Background: an optimization exercise with open tools, aiming at small area. Do not read the settings as production practice. Only simulation tests tie the RTL to the original design; equivalence was not proved. Power figures rest on the tool's default switching activity, not on a simulated workload. No driver is modelled on the clock port, so clocking that relies on it looks cheaper here than on a real chip.

Setup of oak:
==> flow/design.v (excerpt) <==
module hash_jtree_elastic #(
    parameter int SIGFIG     = 24,
    parameter int RADIX      = 10,
    parameter int VERTS      = 3,
    parameter int AXIS       = 3,
    parameter int COLORS     = 3,
    parameter int SAMPS      = 4,
    parameter int PIPE_DEPTH = 2
) (
    input  logic                                        clk,
    input  logic                                        rst,
    input  logic                                        in_valid,
    output logic                                        in_ready,
    input  logic signed [VERTS-1:0][AXIS-1:0][SIGFIG-1:0] tri_in,
    input  logic [COLORS-1:0][SIGFIG-1:0]               color_in,
    input  logic signed [1:0][SAMPS-1:0][SIGFIG-1:0]    sample_in,
    input  logic [SAMPS-1:0]                            validSamp_in,
    input  logic [3:0]                                  subSample,
    input  logic                                        jitter_en,
    output logic                                        out_valid,
    input  logic                                        out_ready,
    output logic signed [VERTS-1:0][AXIS-1:0][SIGFIG-1:0] tri_out,
    output logic [COLORS-1:0][SIGFIG-1:0]               color_out,
    output logic signed [1:0][SAMPS-1:0][SIGFIG-1:0]    sample_out,
    output logic [SAMPS-1:0]                            validSamp_out,
    output logic                                        cfg_err
);
==> flow/config.mk <==
export PLATFORM = sky130hd
export DESIGN_NAME = hash_jtree_elastic
export DESIGN_NICKNAME = hash_jtree_elastic
export VERILOG_FILES = /design/flow/design.v
export SDC_FILE = /design/flow/constraint.sdc
export NUM_CORES = 4
export LEC_CHECK = 0
export CAP_MARGIN = 5
export CORE_AREA = 5 5 335 335
export DIE_AREA = 0 0 340 340
export SLEW_MARGIN = 5
export SYNTH_HIERARCHICAL = 1
export SYNTH_MINIMUM_KEEP_SIZE = 0
==> flow/constraint.sdc <==
create_clock -name core_clock -period 5.0 [get_ports {clk}]
set_input_delay 1.0000 -clock core_clock [delete_from_list [all_inputs] [get_ports {clk}]]
set_output_delay 1.0000 -clock core_clock [all_outputs]
set_load 0.01 [all_outputs]
standard.sh (not shown) runs the stock make flow with config.mk's settings and CLKGATE_MAP_FILE= SYNTH_SCRIPT=/design/flow/synth_recipe.tcl, a recipe that flattens the netlist after the stock synthesis.
==> flow/flow/run.sh <==
#!/bin/bash
# Standard layout, with the port buffers made from the smallest buffer cell
# and a clock tree of fewer, larger leaf clusters without dummy loads.
set -euo pipefail
export BUFFER_PORTS_ARGS="-buffer_cell sky130_fd_sc_hd__buf_1"
export CTS_ARGS="-sink_clustering_enable -repair_clock_nets -sink_clustering_size 17 -sink_clustering_max_diameter 150 -buf_list {sky130_fd_sc_hd__clkbuf_8} -dont_use_dummy_load"
bash standard.sh > standard.log 2>&1
### oak -> pine
# oak
export LEC_CHECK = 0
export CAP_MARGIN = 5
export CORE_AREA = 5 5 335 335
export DIE_AREA = 0 0 340 340
export SLEW_MARGIN = 5
export SYNTH_HIERARCHICAL = 1
export SYNTH_MINIMUM_KEEP_SIZE = 0
create_clock -name core_clock -period 5.0 [get_ports {clk}]
# pine
export LEC_CHECK = 0
export CAP_MARGIN = 20
export CORE_AREA = 5 5 475 185
export DIE_AREA = 0 0 480 190
export SLEW_MARGIN = 20
export SYNTH_HIERARCHICAL = 1
export SYNTH_MINIMUM_KEEP_SIZE = 0
create_clock -name core_clock -period 5.0 [get_ports {clk}]
==> results.txt <==
- pine — signed area change from the synthesized netlist to the final layout 1.2 points lower, oak as reference
- oak has a higher final non-filler cell area than pine.
- Summary of the comparison: number of gates on the worst path with buffers counted is lower in pine, relative to oak.
- Taking oak as the reference point, the number of cell instances on the worst register-to-register path of pine falls by 1.
- Share of power burned in combinational logic was higher in oak than in pine.

========
exp/raven:
hash_jtree_elastic again, from the RTL that the note above started with.
Settings: LEC_CHECK=0, CAP_MARGIN=20, CORE_AREA=5 5 335 335, DIE_AREA=0 0 340 340, PLACE_DENSITY=0.8, SLEW_MARGIN=20, SYNTH_HIERARCHICAL=1, SYNTH_MINIMUM_KEEP_SIZE=0; clock period 5.0 ns.
==> flow/flow/run.sh <==
#!/bin/bash
# Standard layout, with the port buffers made from the smallest buffer cell
# and a clock tree of fewer, larger leaf clusters without dummy loads.
set -euo pipefail
export BUFFER_PORTS_ARGS="-buffer_cell sky130_fd_sc_hd__buf_1"
export CTS_ARGS="-sink_clustering_enable -repair_clock_nets -sink_clustering_size 36 -sink_clustering_max_diameter 60 -buf_list {sky130_fd_sc_hd__clkbuf_16} -dont_use_dummy_load"
bash standard.sh > standard.log 2>&1
What exp/delta does differently from exp/raven at the input level:
- PLACE_DENSITY removed (was 0.8)
==> flow/flow/run.sh <==
#!/bin/bash
# Standard layout, with the port buffers made from the smallest buffer cell
# and a clock tree of fewer, larger leaf clusters without dummy loads.
set -euo pipefail
export BUFFER_PORTS_ARGS="-buffer_cell sky130_fd_sc_hd__buf_1"
export CTS_ARGS="-sink_clustering_enable -repair_clock_nets -sink_clustering_size 18 -sink_clustering_max_diameter 150 -buf_list {sky130_fd_sc_hd__clkbuf_8} -dont_use_dummy_load"
bash standard.sh > standard.log 2>&1
Findings:
Worst relative slew slack: exp/delta and exp/raven compared, higher one is exp/delta. Relative to exp/raven, final-layout clock buffer total has decreased by 16 in exp/delta. Final setup violation count: exp/delta vs exp/raven identical. Area: exp/delta vs exp/raven -> exp/delta smaller. Taking exp/raven as the reference, in exp/delta pin count of the biggest net entering global routing higher; global-route usage roughly the same; count of vias placed by the detailed router lower; aggregate routed wire length higher. Lower number of buffers added by the clock tree synthesis step goes to exp/delta over exp/raven.
> inputs changed (exp/delta -> exp/onyx)
==> flow/flow/run.sh <==
#!/bin/bash
# Standard layout, with the port buffers made from the smallest buffer cell
# and a clock tree of fewer, larger leaf clusters without dummy loads.
set -euo pipefail
export BUFFER_PORTS_ARGS="-buffer_cell sky130_fd_sc_hd__buf_1"
export CTS_ARGS="-sink_clustering_enable -repair_clock_nets -sink_clustering_size 30 -sink_clustering_max_diameter 150 -buf_list {sky130_fd_sc_hd__clkbuf_16} -dont_use_dummy_load"
bash standard.sh > standard.log 2>&1
### Flow results
Clock buffer and inverter area fraction after layout in exp/onyx is 0.36 points above exp/delta. Across exp/onyx and exp/delta, none had a timing, DRC or antenna violation. The lower area added between synthesis and finish of exp/onyx and exp/delta is in exp/delta. Final design utilization delta (exp/onyx -> exp/delta): insignificant. exp/delta and exp/onyx ended up with roughly the same global-route usage. Per the comparison of exp/onyx with exp/delta, count of instances resized after the clock tree is built shows no meaningful change, sequential share of layout area saw a decrease. Per the comparison of exp/onyx with exp/delta, ratio of total power to cell area grew by 1.7%, total power grew by about 2%, transition time at the pin with the least slew margin grew by 34 ps, routed wire length shrank by about 0.75%, met3 routed wirelength shrank by 72 µm.
For exp/yarrow, these inputs were changed with respect to exp/onyx:
- setting PLACE_DENSITY to 0.72 for the first time
- changing DIE_AREA from 0 0 340 340 to 0 0 560 110
- changing CORE_AREA from 5 5 335 335 to 5 5 555 105
==> flow/flow/run.sh <==
#!/bin/bash
# Standard layout, with the port buffers made from the smallest buffer cell
# and a clock tree of fewer, larger leaf clusters without dummy loads.
set -euo pipefail
export BUFFER_PORTS_ARGS="-buffer_cell sky130_fd_sc_hd__buf_1"
export CTS_ARGS="-sink_clustering_enable -repair_clock_nets -sink_clustering_size 17 -sink_clustering_max_diameter 150 -buf_list {sky130_fd_sc_hd__clkbuf_8} -dont_use_dummy_load"
bash standard.sh > standard.log 2>&1
Findings:
Setup slack: exp/yarrow and exp/onyx compared, higher one is exp/yarrow
Relative to exp/onyx, the design internal power measured on exp/yarrow has decreased slightly.
Taking exp/onyx as 1.0, exp/yarrow lands at 0.876 on wire length the detailed router placed on met1.
Of the two values seen for highest metal layer used by the detailed router, met5 was produced by exp/onyx and met4 by exp/yarrow.
### exp/yarrow -> exp/amber
- PLACE_DENSITY no longer set, was 0.72
- CORE_AREA now 5 5 335 335, was 5 5 555 105
- DIE_AREA now 0 0 340 340, was 0 0 560 110
==> flow/flow/run.sh <==
#!/bin/bash
# Standard layout, with the port buffers made from the smallest buffer cell
# and a clock tree of fewer, larger leaf clusters without dummy loads.
set -euo pipefail
export BUFFER_PORTS_ARGS="-buffer_cell sky130_fd_sc_hd__buf_1"
export CTS_ARGS="-sink_clustering_enable -repair_clock_nets -sink_clustering_size 18 -sink_clustering_max_diameter 60 -buf_list {sky130_fd_sc_hd__clkbuf_8} -dont_use_dummy_load"
bash standard.sh > standard.log 2>&1
--- outcome ---
Delta (exp/amber minus exp/yarrow): total number of vias rose about 1.7%; wire length shows an increase of 15 mm; post-route fraction of the period consumed by the critical path increased by 1.1 points relative to the old numbers; leakage power figure shows an increase of about 1%; share of synthesized area occupied by flip-flops and latches barely changed.
In the metrics for exp/amber and exp/yarrow, the one carrying the lower power density normalized to cell area is exp/amber.
exp/amber and exp/yarrow ended up with roughly the same max-cap violation count.
Looking only at non-clock buffer count, and setting everything else aside, the higher value of exp/amber and exp/yarrow goes to exp/amber.
Side by side, shortest clock period the worst path allows after layout turned out higher in exp/amber than in exp/yarrow.
Changes in exp/garnet relative to exp/amber:
- PLACE_DENSITY: unset -> 0.8
==> flow/flow/run.sh <==
#!/bin/bash
# Standard layout, with the port buffers made from the smallest buffer cell
# and a clock tree of fewer, larger leaf clusters without dummy loads.
set -euo pipefail
export BUFFER_PORTS_ARGS="-buffer_cell sky130_fd_sc_hd__buf_1"
export CTS_ARGS="-sink_clustering_enable -repair_clock_nets -sink_clustering_size 22 -sink_clustering_max_diameter 50 -buf_list {sky130_fd_sc_hd__clkbuf_8} -dont_use_dummy_load"
bash standard.sh > standard.log 2>&1
## What came out
- Of exp/garnet and exp/amber, the lower share of total power in the clock network belongs to exp/amber.
- exp/garnet ends up with a clock transition time at the flip-flop clock pins of the worst setup and hold paths that is 40 ps lower than in exp/amber.
- exp/garnet vs exp/amber, worst slew slack as a fraction of its limit went down by 6.9 points.
- Layout overhead on the synthesized area ended up 0.27 points higher on exp/garnet than on exp/amber.
- Compared with exp/amber, exp/garnet shows a number of global-route vias before repair that is 3.2% higher.
- Post-synth net total: exp/garnet vs exp/amber identical
- For global-route track usage on met2, exp/amber and exp/garnet come out practically identical.

afterwards: timing with drivers on the ports:
No port has a modelled driver above. Below, the same layouts with a new extraction and two added sets of constraints. Step 1, drivers: a clkbuf_16 drives clk and a buf_2 each remaining input, both assumed. Step 2 times the ports against the registers' clock, not the clock port: input delays grow and output delays shrink by t, the midpoint of the rising clock arrivals with the driver on. a / b / c = ideal ports / drivers / drivers and shift; a / b = the first two.
run	t (ns)	slack for setup (ns)	worst setup path after step 2	worst data-port slew with drivers (ns)
oak	0.709	2.289 / 2.260 / 1.786	input to register	0.15
pine	0.716	1.897 / 1.844 / 1.779	input to register	0.16
exp/raven	0.657	2.246 / 2.256 / 1.603	input to register	0.15
exp/delta	0.765	2.265 / 2.235 / 2.013	input to register	0.18
exp/onyx	0.657	2.272 / 2.248 / 2.012	input to register	0.16
exp/yarrow	0.703	2.347 / 2.317 / 1.871	input to register	0.10
exp/amber	0.727	2.290 / 2.265 / 2.001	input to register	0.15
exp/garnet	0.742	2.311 / 2.256 / 1.607	input to register	0.16
After both steps setup and hold are still met in every run listed. The setup slack of exp/garnet, which loses most, moves by -0.055 ns with the drivers and by -0.704 ns with both steps.
